This design comes from an exercise in tuning for small area on the open sky130 flow, not from production work.
Where RTL was checked, it was by simulation tests only, not by an equivalence proof against the original.
The flow treats the clock pin as an ideal source, which a real chip does not have.
Power and IR drop assume default switching activity.

## job 101
Design xbar_bank, start of the top module:
module xbar_bank
#(
  parameter int NUM_CHANNELS   = 2,   
  parameter int FIRST_POSITION = 0    
) (
  input  logic                    sclk,
  input  logic                    reset,
  input  logic                    enable,
  input  logic                    re,
  input  logic                    wr,
  input  logic [ADDR_BITS-1:0]    addr,
  input  logic [WORD_BITS-1:0]    data,
  output logic [WORD_BITS-1:0]    data_out,
  output logic [NUM_CHANNELS-1:0] xbar_clock,
  output logic [NUM_CHANNELS-1:0] pclk,
  output logic [NUM_CHANNELS-1:0] sin
);
For scale: roughly 2500 cells after synthesis, about 1100 flip-flops, ~0.033 mm2 of cells after synthesis.
clock: 5.0 ns
lec_check: 0
cap_margin: 20
core_margin: 2
core_utilization: 55
cts_cluster_diameter: 110
cts_cluster_size: 28
slew_margin: 20
synth_hierarchical: 1
synth_minimum_keep_size: 1000
standard.sh (not shown) runs the stock make flow with config.mk's settings and CLKGATE_MAP_FILE= SYNTH_SCRIPT=/design/flow/synth_recipe.tcl, a recipe that flattens the netlist after the stock synthesis.
==> flow/flow/run.sh <==
#!/bin/bash
# Layout flow: the standard ORFS flow (standard.sh) with two changes.
#  - The port buffers use the smallest buffer cell instead of ORFS's default
#    choice. Every input and output port still gets its own buffer.
#  - After clock tree synthesis, cells that synthesis and repair made larger
#    than timing needs are sized down again (OpenROAD's power recovery, which
#    keeps setup, slew and capacitance limits), then placement is legalized.
# Each step writes its full output to its own log in this folder.
set -euo pipefail
export BUFFER_PORTS_ARGS="-buffer_cell sky130_fd_sc_hd__buf_1"
bash standard.sh cts > standard_cts.log 2>&1
openroad -no_init -exit flow/recover.tcl > recover.log 2>&1
bash standard.sh > standard_finish.log 2>&1
==> flow/flow/recover.tcl <==
# Size cells down where timing allows, on the layout after clock tree synthesis.
set results orfs/results/$::env(FLOW_PLATFORM)/xbar_bank/base
read_liberty $::env(FLOW_HOME)/platforms/sky130hd/lib/sky130_fd_sc_hd__tt_025C_1v80.lib
read_db $results/4_cts.odb
read_sdc $results/4_cts.sdc
source $::env(FLOW_HOME)/platforms/sky130hd/setRC.tcl
set_dont_use {sky130_fd_sc_hd__probe_p_8 sky130_fd_sc_hd__probec_p_8 sky130_fd_sc_hd__lpflow_*}
estimate_parasitics -placement
report_design_area
report_worst_slack -max
repair_timing -recover_power 100 -setup_margin 0.15 -verbose
report_design_area
detailed_placement
check_placement -verbose
estimate_parasitics -placement
report_worst_slack -max
report_worst_slack -min
report_check_types -max_slew -max_capacitance -violators
write_db $results/4_cts.odb
Job 101 finished end to end and its layout was clean on timing, DRC and antenna.
Modified inputs, job 102 compared to job 101
--- a/flow/config.mk
+++ b/flow/config.mk
@@ -11,2 +11,2 @@
-export CTS_CLUSTER_DIAMETER = 110
-export CTS_CLUSTER_SIZE = 28
+export CTS_CLUSTER_DIAMETER = 100
+export CTS_CLUSTER_SIZE = 25
Findings:
Job 102 vs. job 101: relative slew slack went up by 2.4 points. Job 101 → job 102: proportion of power drawn by the clock network shows an increase of 0.6 points; portion of total power attributed to combinational logic shows no meaningful change. Job 101 -> job 102: wire length on met1 decreased slightly. Looking at job 102 and job 101, the number of well taps is a wash. Delta (job 102 minus job 101): final critical path time including I/O delays and setup went up 0.047 ns, power density of the placed cells went up 2.4 mW/mm2.

========
Another version of the RTL of xbar_bank (not shown whole).
Size in the first run: ~3200 cells after synthesis, about 1100 flip-flops, about 62 I/O pins.
make LEC_CHECK=0 CAP_MARGIN=20 CORE_MARGIN=2 CORE_UTILIZATION=40 CTS_CLUSTER_DIAMETER=100 CTS_CLUSTER_SIZE=25 SLEW_MARGIN=20 finish   # period 5.0 ns
run.sh (not shown) runs the stock make flow with config.mk's settings and CLKGATE_MAP_FILE= SYNTH_SCRIPT=/design/flow/synth_recipe.tcl, a recipe that flattens the netlist after the stock synthesis.
Stock flow here: none of the scripts above is used.
Next try:
--- a/flow/config.mk
+++ b/flow/config.mk
@@ -7,3 +7,3 @@
 export LEC_CHECK = 0
-export CAP_MARGIN = 20
+export CAP_MARGIN = 0
 export CORE_MARGIN = 2
@@ -12,2 +12,2 @@
 export CTS_CLUSTER_SIZE = 25
-export SLEW_MARGIN = 20
+export SLEW_MARGIN = 0
Hold slack hardly moves.
Via count is about the same.
Sequential power hardly moves.
Final cell count does not change.
Area after synthesis stays the same.
Final area is about the same.
Sequential share of layout area is about the same.
No run of this note included a check of the RTL's function; only the layout flow was run.

========
== run 1 ==
xbar_bank, a different RTL version from the one above (not shown whole).
Size in the first run: roughly 1100 flip-flops, ~62 I/O pins, roughly 36000 um^2 of cells after synthesis.
==> flow/config.mk <==
export PLATFORM = sky130hd
export DESIGN_NAME = xbar_bank
export DESIGN_NICKNAME = xbar_bank
export VERILOG_FILES = /design/flow/design.v
export SDC_FILE = /design/flow/constraint.sdc
export NUM_CORES = 4
export LEC_CHECK = 0
export CAP_MARGIN = 20
export CORE_MARGIN = 2
export CORE_UTILIZATION = 40
export CTS_CLUSTER_DIAMETER = 80
export CTS_CLUSTER_SIZE = 20
export SLEW_MARGIN = 20
==> flow/constraint.sdc <==
create_clock -name core_clock -period 5.0 [get_ports {sclk}]
set_input_delay 1.0000 -clock core_clock [delete_from_list [all_inputs] [get_ports {sclk}]]
set_output_delay 1.0000 -clock core_clock [all_outputs]
set_load 0.01 [all_outputs]
Run 1 finished all stages; the layout is clean.
Here is what was changed in the inputs of run 2 compared with run 1.
- CTS_CLUSTER_DIAMETER: 80 -> unset
- GPL_TIMING_DRIVEN: unset -> 0
- CTS_CLUSTER_SIZE: 20 -> unset
Results
Run 2 reached the final stage; the timing, design-rule and antenna checks on its layout passed. Total power on run 2 is behind run 1. The core of run 2 is more densely filled than that of run 1. In run 2, fraction of standard cell area that is sequential is lower than in run 1. Looking at clock-buffer cell count, run 2 sits 89 above run 1. Run 1 → run 2: design area rose 7.3%; routed length on met3 rose 50%.

========
Another version of the RTL of xbar_bank (not shown whole).
Size: ~2600 cells after synthesis, roughly 1100 flip-flops, ~62 I/O pins, about 34000 um2 of cells after synthesis.
Settings: LEC_CHECK=0, CAP_MARGIN=20, CORE_MARGIN=2, CORE_UTILIZATION=40, CTS_CLUSTER_DIAMETER=100, CTS_CLUSTER_SIZE=25, SLEW_MARGIN=20, SYNTH_HIERARCHICAL=1, SYNTH_MINIMUM_KEEP_SIZE=1000; clock period 5.0 ns.
==> next run, changes <==
CORE_UTILIZATION = 55   (was 40)
SYNTH_MINIMUM_KEEP_SIZE = unset   (was 1000)
The changed run went through all stages and came out clean.
Combinational power grows by about 4%.
Wire length shrinks by 2.4%.
Worst setup slack is worse by 0.082 ns.
Clock power shrinks by about 4%.
Hold slack is better by 0.0056 ns.
Cell area shrinks by 1.2%.
Synthesized area grows by 0.92%.
Non-clock buffer count shrinks by 1.
Power shrinks by 0.78%.

========
The RTL this note starts from:
==> flow/design.v <==
package xbar_pkg;
  localparam int ADDR_BITS = 19;        
  localparam int POS_BITS  = 11;        
  localparam int WORD_BITS = 16;        
  localparam int PATTERN_WORDS  = 32;   
  localparam int INDEX_BITS     = 5;    
  localparam int BIT_COUNT_BITS = 9;    
  localparam int PATTERN_BITS   = PATTERN_WORDS * WORD_BITS;
  localparam logic [2:0] REGION_COMMAND = 3'd1;
  localparam logic [7:0] REG_ID     = 8'h09;
  localparam logic [7:0] REG_STATUS = 8'h0A;
  localparam logic [WORD_BITS-1:0] ID_VALUE = 16'h7ba2;
endpackage
import xbar_pkg::*;
module xbar_regs
(
  input  logic                      sclk,
  input  logic                      reset,
  input  logic [INDEX_BITS-1:0]     phase,        
  input  logic                      parity,       
  input  logic [PATTERN_WORDS-1:0]  slot_hit,     
  input  logic [WORD_BITS-1:0]      ring_data,    
  input  logic                      wsel,         
  input  logic                      csel,         
  input  logic [INDEX_BITS-1:0]     windex,       
  input  logic [WORD_BITS-1:0]      data,
  input  logic                      busy,         
  input  logic [INDEX_BITS-1:0]     target,       
  output logic                      start,        
  output logic [WORD_BITS-1:0]      next_word     
);
  logic [WORD_BITS-1:0] ring [PATTERN_WORDS];
  for (genvar s = 0; s < PATTERN_WORDS; s++) begin : g_slot
    logic we, keep;
    assign we   = reset || (wsel && slot_hit[s]);
    assign keep = reset || !(wsel && slot_hit[s]);
    always_ff @(posedge sclk) begin
      ring[s] <= ~((ring_data | {WORD_BITS{keep}}) &
                   (ring[(s + PATTERN_WORDS - 1) % PATTERN_WORDS] | {WORD_BITS{we}}));
    end
  end
  logic at_port;    
  logic snoop;      
  assign at_port = ((target + phase) == '0);
  assign snoop   = wsel && (windex == target);
  always_ff @(posedge sclk) begin
    if (reset) begin
      next_word <= '0;
    end else if (snoop) begin
      next_word <= data;
    end else if (at_port) begin
      next_word <= ring[0] ^ {WORD_BITS{parity}};
    end
  end
  always_ff @(posedge sclk) begin
    if (reset) begin
      start <= 1'b0;
    end else begin
      if (csel) begin
        start <= (data != '0);
      end
      if (busy) begin
        start <= 1'b0;   
      end
    end
  end
endmodule
import xbar_pkg::*;
module xbar_shifter
(
  input  logic                  sclk,
  input  logic                  reset,
  input  logic                  start,       
  input  logic [WORD_BITS-1:0]  next_word,   
  output logic                  busy,
  output logic [INDEX_BITS-1:0] target,      
  output logic                  xbar_clock,
  output logic                  pclk,
  output logic                  sin
);
  logic                      fetch;
  logic [BIT_COUNT_BITS-1:0] bit_count;
  logic [WORD_BITS-1:0]      shift_reg;
  logic                      word_done;
  logic                      last_bit;
  assign word_done = &bit_count[3:0];
  assign last_bit  = &bit_count;
  assign target = (busy && pclk) ? bit_count[BIT_COUNT_BITS-1 -: INDEX_BITS] + 1'b1 : '0;
  always_ff @(posedge sclk) begin
    if (reset) begin
      busy       <= 1'b0;
      fetch      <= 1'b0;
      xbar_clock <= 1'b0;
      pclk       <= 1'b1;
    end else begin
      busy       <= busy ? pclk : start;
      fetch      <= (!busy && start) || (xbar_clock && word_done && !last_bit);
      xbar_clock <= busy && pclk && !fetch && !xbar_clock;
      pclk       <= !(xbar_clock && last_bit);
    end
  end
  always_ff @(posedge sclk) begin
    if (reset) begin
      bit_count <= '0;
    end else if (xbar_clock) begin
      bit_count <= bit_count + 1'b1;   
    end
  end
  always_ff @(posedge sclk) begin
    if (reset) begin
      shift_reg <= '0;   
    end else if (fetch) begin
      shift_reg <= next_word;
    end else if (xbar_clock) begin
      shift_reg <= {shift_reg[WORD_BITS-2:0], 1'b0};
    end
  end
  assign sin = shift_reg[WORD_BITS-1];   
endmodule
import xbar_pkg::*;
module xbar_bank
#(
  parameter int NUM_CHANNELS   = 2,   
  parameter int FIRST_POSITION = 0    
) (
  input  logic                    sclk,
  input  logic                    reset,
  input  logic                    enable,
  input  logic                    re,
  input  logic                    wr,
  input  logic [ADDR_BITS-1:0]    addr,
  input  logic [WORD_BITS-1:0]    data,
  output logic [WORD_BITS-1:0]    data_out,
  output logic [NUM_CHANNELS-1:0] xbar_clock,
  output logic [NUM_CHANNELS-1:0] pclk,
  output logic [NUM_CHANNELS-1:0] sin
);
  logic [NUM_CHANNELS-1:0] cs;
  logic [NUM_CHANNELS-1:0] start;
  logic [NUM_CHANNELS-1:0] busy;
  logic [WORD_BITS-1:0]    next_word [NUM_CHANNELS];
  logic [INDEX_BITS-1:0]   target    [NUM_CHANNELS];
  logic is_cmd;
  assign is_cmd = (addr[7:5] == REGION_COMMAND);
  logic [INDEX_BITS-1:0]    phase;
  logic [INDEX_BITS-1:0]    wslot;
  logic [PATTERN_WORDS-1:0] slot_hit;
  logic [WORD_BITS-1:0]     ring_data;
  always_ff @(posedge sclk) begin
    if (reset) begin
      phase <= '0;
    end else begin
      phase <= phase + 1'b1;
    end
  end
  assign wslot = addr[INDEX_BITS-1:0] + phase + 1'b1;
  always_comb begin
    for (int s = 0; s < PATTERN_WORDS; s++) begin
      slot_hit[s] = (wslot == INDEX_BITS'(s));
    end
  end
  assign ring_data = data ^ {WORD_BITS{phase[0]}};
  for (genvar g = 0; g < NUM_CHANNELS; g++) begin : g_chan
    assign cs[g] = enable && (addr[ADDR_BITS-1 -: POS_BITS] == POS_BITS'(FIRST_POSITION + g));
    xbar_regs u_regs (
      .sclk     (sclk),
      .reset    (reset),
      .phase    (phase),
      .parity   (phase[0]),
      .slot_hit (slot_hit),
      .ring_data(ring_data),
      .wsel     (cs[g] && wr && !is_cmd),
      .csel     (cs[g] && wr && is_cmd),
      .windex   (addr[INDEX_BITS-1:0]),
      .data     (data),
      .busy     (busy[g]),
      .target   (target[g]),
      .start    (start[g]),
      .next_word(next_word[g])
    );
    xbar_shifter u_shifter (
      .sclk      (sclk),
      .reset     (reset),
      .start     (start[g]),
      .next_word (next_word[g]),
      .busy      (busy[g]),
      .target    (target[g]),
      .xbar_clock(xbar_clock[g]),
      .pclk      (pclk[g]),
      .sin       (sin[g])
    );
  end
  logic       rd_id;
  logic [1:0] rd_status;
  logic       rd_owner;
  logic       rd_hit;
  logic       rd_chan;
  assign rd_hit  = re && (|cs);
  assign rd_chan = cs[1];
  always_ff @(posedge sclk) begin
    if (reset || !rd_hit) begin
      rd_id     <= 1'b0;
      rd_status <= '0;
    end else if (addr[7:0] == REG_STATUS) begin
      rd_id     <= 1'b0;
      rd_status <= {start[rd_chan], busy[rd_chan]};
    end else if (addr[7:0] == REG_ID) begin
      rd_id     <= 1'b1;
      rd_status <= '0;
    end else if (rd_owner != rd_chan) begin
      rd_id     <= 1'b0;
      rd_status <= '0;
    end
  end
  always_ff @(posedge sclk) begin
    rd_owner <= rd_chan;
  end
  assign data_out = ({WORD_BITS{rd_id}} & ID_VALUE) | {{(WORD_BITS - 2){1'b0}}, rd_status};
endmodule
make LEC_CHECK=0 CAP_MARGIN=20 CORE_MARGIN=2 CORE_UTILIZATION=40 SLEW_MARGIN=20 finish   # period 5.0 ns
Then changed:
CTS_CLUSTER_DIAMETER = 100   (was unset)
CTS_CLUSTER_SIZE = 25   (was unset)
- via count came out lower by a few percent
- total power came out lower by about a fifth
- critical path depth came out lower by 1
- routed wire length came out lower slightly
- cell area came out lower by a few percent
- die area stays the same
- worst hold slack improves by 6.9 ps
- clock-buffer cell count came out lower by 92
- non-clock buffer count came out lower by 1

## what the ideal ports hide
The results above use ideal ports. As a check the final layouts listed here were re-extracted and re-timed, cells and wires unchanged.
Step 1 (the two cells are an assumption about what drives the block):
set clk [get_ports {sclk}]
set_driving_cell -lib_cell sky130_fd_sc_hd__clkbuf_16 $clk
set_driving_cell -lib_cell sky130_fd_sc_hd__buf_2 [delete_from_list [all_inputs] $clk]
Step 2 moves the port delays by t, midway between the first and last clock arrival at a register: inputs arrive t later, outputs are due t later. That takes back most of the time a late clock gives input paths.
Three values: no drivers, after step 1, after step 2; two values: the first two.
| run | t (ns) | setup WS [ns] | worst data-port slew with drivers (ns) |
|---|---|---|---|
| job 101 | 0.694 | 0.322 / 0.325 / -0.330 | 0.04 |
| job 102 | 0.701 | 0.275 / 0.306 / -0.385 | 0.04 |
| the first run of note 2 | 0.698 | 0.681 / 0.721 / 0.023 | 0.05 |
| the second run of note 2 | 0.698 | 0.738 / 0.777 / 0.079 | 0.05 |
| run 1 | 0.678 | 0.836 / 0.877 / 0.198 | 0.08 |
| run 2 | 0.719 | 0.137 / 0.137 / -0.409 | 0.05 |
| the first run of note 4 | 0.686 | 0.486 / 0.520 / -0.167 | 0.05 |
| the second run of note 4 | 0.682 | 0.405 / 0.424 / -0.258 | 0.04 |
| the first run of note 5 | 0.723 | 0.838 / 0.884 / 0.161 | 0.05 |
| the second run of note 5 | 0.691 | 0.772 / 0.812 / 0.121 | 0.05 |
Met with ideal ports but missed after step 2: setup timing in 5 of these runs. The setup slack of the first run of note 5, which loses most, moves by +0.046 ns with the drivers and by -0.677 ns with both steps.
